From an optimization exercise on the open Yosys and OpenROAD flow, aimed at small area and a short achievable clock period; shortcuts taken in it are not production practice.

// inv_shift_sub_stage
module inv_shift_sub_stage #(
    parameter int TAG_W = 4
) (
    input  logic             CLK,
    input  logic             RST_N,
    input  logic             IN_VALID,
    output logic             IN_READY,
    input  logic [0:127]     IN,
    input  logic [TAG_W-1:0] IN_TAG,
    output logic             OUT_VALID,
    input  logic             OUT_READY,
    output logic [0:127]     OUT,
    output logic [TAG_W-1:0] OUT_TAG
);
Size: ~2,700 cells after synthesis, ~330 flip-flops, roughly 270 I/O pins, roughly 27,000 µm² of cells after synthesis.
==> flow/config.mk <==
export PLATFORM = sky130hd
export DESIGN_NAME = inv_shift_sub_stage
export DESIGN_NICKNAME = inv_shift_sub_stage
export VERILOG_FILES = /design/flow/design.v
export SDC_FILE = /design/flow/constraint.sdc
export NUM_CORES = 4
export LEC_CHECK = 0
export CAP_MARGIN = 20
export CORE_MARGIN = 2
export CORE_UTILIZATION = 22
export PLACE_DENSITY = 0.3
export SETUP_SLACK_MARGIN = 2.5
export SLEW_MARGIN = 20
export SYNTH_HIERARCHICAL = 1
export TNS_END_PERCENT = 0
==> flow/constraint.sdc <==
create_clock -name core_clock -period 5.0 [get_ports {CLK}]
set_input_delay 1.0000 -clock core_clock [delete_from_list [all_inputs] [get_ports {CLK}]]
set_output_delay 1.0000 -clock core_clock [all_outputs]
set_load 0.01 [all_outputs]
standard.sh (not shown) runs the stock make flow with config.mk's settings and CLKGATE_MAP_FILE= SYNTH_SCRIPT=/design/flow/synth_recipe.tcl, a recipe that flattens the netlist after the stock synthesis.
==> flow/flow/run.sh <==
#!/bin/bash
set -euo pipefail
bash standard.sh BUFFER_PORTS_ARGS="-buffer_cell sky130_fd_sc_hd__buf_2" finish > run_make.log 2>&1
Then changed:
--- a/flow/design.v
+++ b/flow/design.v
@@ -19,23 +19,23 @@
     input  logic             CLK,
     input  logic             RST_N,
     input  logic             IN_VALID,
     output logic             IN_READY,
     input  logic [0:127]     IN,
     input  logic [TAG_W-1:0] IN_TAG,
     output logic             OUT_VALID,
     input  logic             OUT_READY,
     output logic [0:127]     OUT,
     output logic [TAG_W-1:0] OUT_TAG
 );
-    localparam int NEN = 4;           
+    localparam int NEN = 2;           
     logic [NEN:0]      en;      
     logic              v1;
     logic [TAG_W-1:0]  tag1;
     logic [15:0][11:0] s1;      
     logic [15:0][11:0] s1_d;
     logic [15:0][7:0]  s2;      
     logic [15:0][7:0]  s2_d;
     g_ready u_ready (.out_valid(OUT_VALID), .out_ready(OUT_READY), .ready(IN_READY));
     for (genvar e = 0; e <= NEN; e++) begin : g_en
         g_ready u_en (.out_valid(OUT_VALID), .out_ready(OUT_READY), .ready(en[e]));
     end
=> The changed run ran to the end with no violations. Synthesized area is about the same. Final area is higher by 0.75%. Maximum frequency hardly moves. Routed wire length came out lower by 2.1%. Via count went up by 0.75%. Count of clock-buffer cells in the layout is lower by 2.
No functional check of the RTL was part of any run of this note.

--- another note on this design; it stands on its own ---

// inv_shift_sub_stage
module inv_shift_sub_stage #(
    parameter int TAG_W = 4
) (
    input  logic             CLK,
    input  logic             RST_N,
    input  logic             IN_VALID,
    output logic             IN_READY,
    input  logic [0:127]     IN,
    input  logic [TAG_W-1:0] IN_TAG,
    output logic             OUT_VALID,
    input  logic             OUT_READY,
    output logic [0:127]     OUT,
    output logic [TAG_W-1:0] OUT_TAG
);
export LEC_CHECK = 0
export CAP_MARGIN = 20
export CORE_MARGIN = 2
export CORE_UTILIZATION = 22
export PLACE_DENSITY = 0.3
export SETUP_SLACK_MARGIN = 2.35
export SLEW_MARGIN = 20
export SYNTH_HIERARCHICAL = 1
export TNS_END_PERCENT = 0
create_clock -name core_clock -period 5.0 [get_ports {CLK}]
standard.sh (not shown) runs the stock make flow with config.mk's settings and CLKGATE_MAP_FILE= SYNTH_SCRIPT=/design/flow/synth_recipe.tcl, a recipe that flattens the netlist after the stock synthesis.
==> flow/flow/run.sh <==
#!/bin/bash
set -euo pipefail
bash standard.sh BUFFER_PORTS_ARGS="-buffer_cell sky130_fd_sc_hd__buf_2" finish > run_make.log 2>&1
Change:
Settings changed: CORE_UTILIZATION 22 to 15, PLACE_DENSITY 0.3 to 0.25, TNS_END_PERCENT 0 to not set.
First-iteration DRC count shrinks by a little under a tenth.
Final cell count grows by about a fifth.
Wire length grows by roughly a tenth.
Setup slack improves by 0.048 ns.
Clock-buffer cell count grows by 3.
Global-route usage shrinks by 2.3 points.
Fmax grows slightly.
Final area grows by a few percent.
Critical path depth stays the same.
Synthesized cell count stays the same.
No run of this note included a check of the RTL's function; only the layout flow was run.


inv_shift_sub_stage again, from the RTL that the note above started with.
export LEC_CHECK = 0
export CAP_MARGIN = 20
export CORE_MARGIN = 2
export CORE_UTILIZATION = 22
export CTS_BUF_LIST = sky130_fd_sc_hd__clkbuf_4 sky130_fd_sc_hd__clkbuf_8
export CTS_CLUSTER_SIZE = 20
export PLACE_DENSITY = 0.3
export SETUP_SLACK_MARGIN = 2.35
export SLEW_MARGIN = 20
export SYNTH_HIERARCHICAL = 1
create_clock -name core_clock -period 5.0 [get_ports {CLK}]
Scripts as last shown in full above: flow/flow/run.sh
Change:
Settings changed: CTS_BUF_LIST sky130_fd_sc_hd__clkbuf_4 sky130_fd_sc_hd__clkbuf_8 to not set, CTS_CLUSTER_SIZE 20 to not set.
What happened: Worst setup slack improves by 0.032 ns; clock-buffer cell count is lower by 31; final cell count is lower slightly.
Change:
Settings changed: TNS_END_PERCENT set to 10.
Outcome: Cell area drops by about 1.4%. Cell count drops by about 1%. Non-clock buffer count drops by 50. Sequential share of layout area climbs by 0.44 points. Worst hold slack is about the same. Die area stays the same. Clock skew stays flat. Synthesized cell count does not change.
Change:
Settings changed: SETUP_SLACK_MARGIN 2.35 to 2.5, TNS_END_PERCENT 10 to not set.
- die area is unchanged
- non-clock buffer count increases by 132
- clock-buffer cell count is lower by 2
Change:
Settings changed: TNS_END_PERCENT set to 0.
Result: Global-route usage fell by 0.38 points; die area stays the same; via count went down slightly; non-clock buffer count shrinks by 84; worst hold slack is about the same.
No run of this note included a check of the RTL's function; only the layout flow was run.


Starting RTL as in the previous note.
Settings: LEC_CHECK=0, CAP_MARGIN=20, CORE_MARGIN=2, CORE_UTILIZATION=22, PLACE_DENSITY=0.3, SETUP_SLACK_MARGIN=2.2, SLEW_MARGIN=20, SYNTH_HIERARCHICAL=1; clock period 5.0 ns.
Scripts as last shown in full above: flow/flow/run.sh
The first run ran to the end with no violations.
==> next run, changes <==
- SETUP_SLACK_MARGIN: 2.2 -> 2.0
Effect:
- hold slack hardly moves
- non-clock buffer count goes down by 32
- via count drops by 0.60%
- routed wire length fell by 0.68%
- synthesized area is unchanged
- design area went down by 2.0%
- first-iteration DRC count goes down by 0.37%
- die area does not change
- global-route usage hardly moves
No functional check of the RTL was part of any run of this note.

static timing again, ports no longer ideal:
In the flow no input, the clock included, has a driving cell. The finished layouts below were timed again as built, in two steps.
Step 1: set_driving_cell puts a clkbuf_16 on CLK and a buf_2 on each other input, an assumption about the parent block.
Step 2, shift: input delay + t, output delay - t, t = (earliest + latest rising clock arrival at the registers) / 2. This alone moves slack from input paths to output paths.
Three values: no drivers, after step 1, after step 2; two values: the first two.
| run | t (ns) | setup slack, ns | clock arrival spread, ns |
|---|---|---|---|
| the first run of note 1 | 0.669 | 2.464 / 2.464 / 1.904 | 0.021 / 0.021 |
| the second run of note 1 | 0.655 | 2.471 / 2.471 / 1.956 | 0.026 / 0.026 |
| the first run of note 2 | 0.657 | 2.374 / 2.333 / 1.909 | 0.016 / 0.016 |
| the second run of note 2 | 0.700 | 2.422 / 2.372 / 1.879 | 0.020 / 0.020 |
| the first run of note 3 | 0.716 | 2.403 / 2.349 / 1.907 | 0.034 / 0.035 |
| the second run of note 3 | 0.657 | 2.435 / 2.381 / 1.907 | 0.015 / 0.015 |
| the third run of note 3 | 0.659 | 2.364 / 2.322 / 1.908 | 0.016 / 0.017 |
| the fourth run of note 3 | 0.659 | 2.496 / 2.496 / 2.000 | 0.015 / 0.014 |
| the fifth run of note 3 | 0.672 | 2.479 / 2.430 / 1.877 | 0.018 / 0.018 |
| the first run of note 4 | 0.658 | 2.352 / 2.290 / 1.908 | 0.016 / 0.016 |
| the second run of note 4 | 0.657 | 2.238 / 2.214 / 1.907 | 0.014 / 0.014 |
After both steps every run listed still meets setup and hold. The setup slack of the fifth run of note 3, which loses most, moves by -0.049 ns with the drivers and by -0.602 ns with both steps.
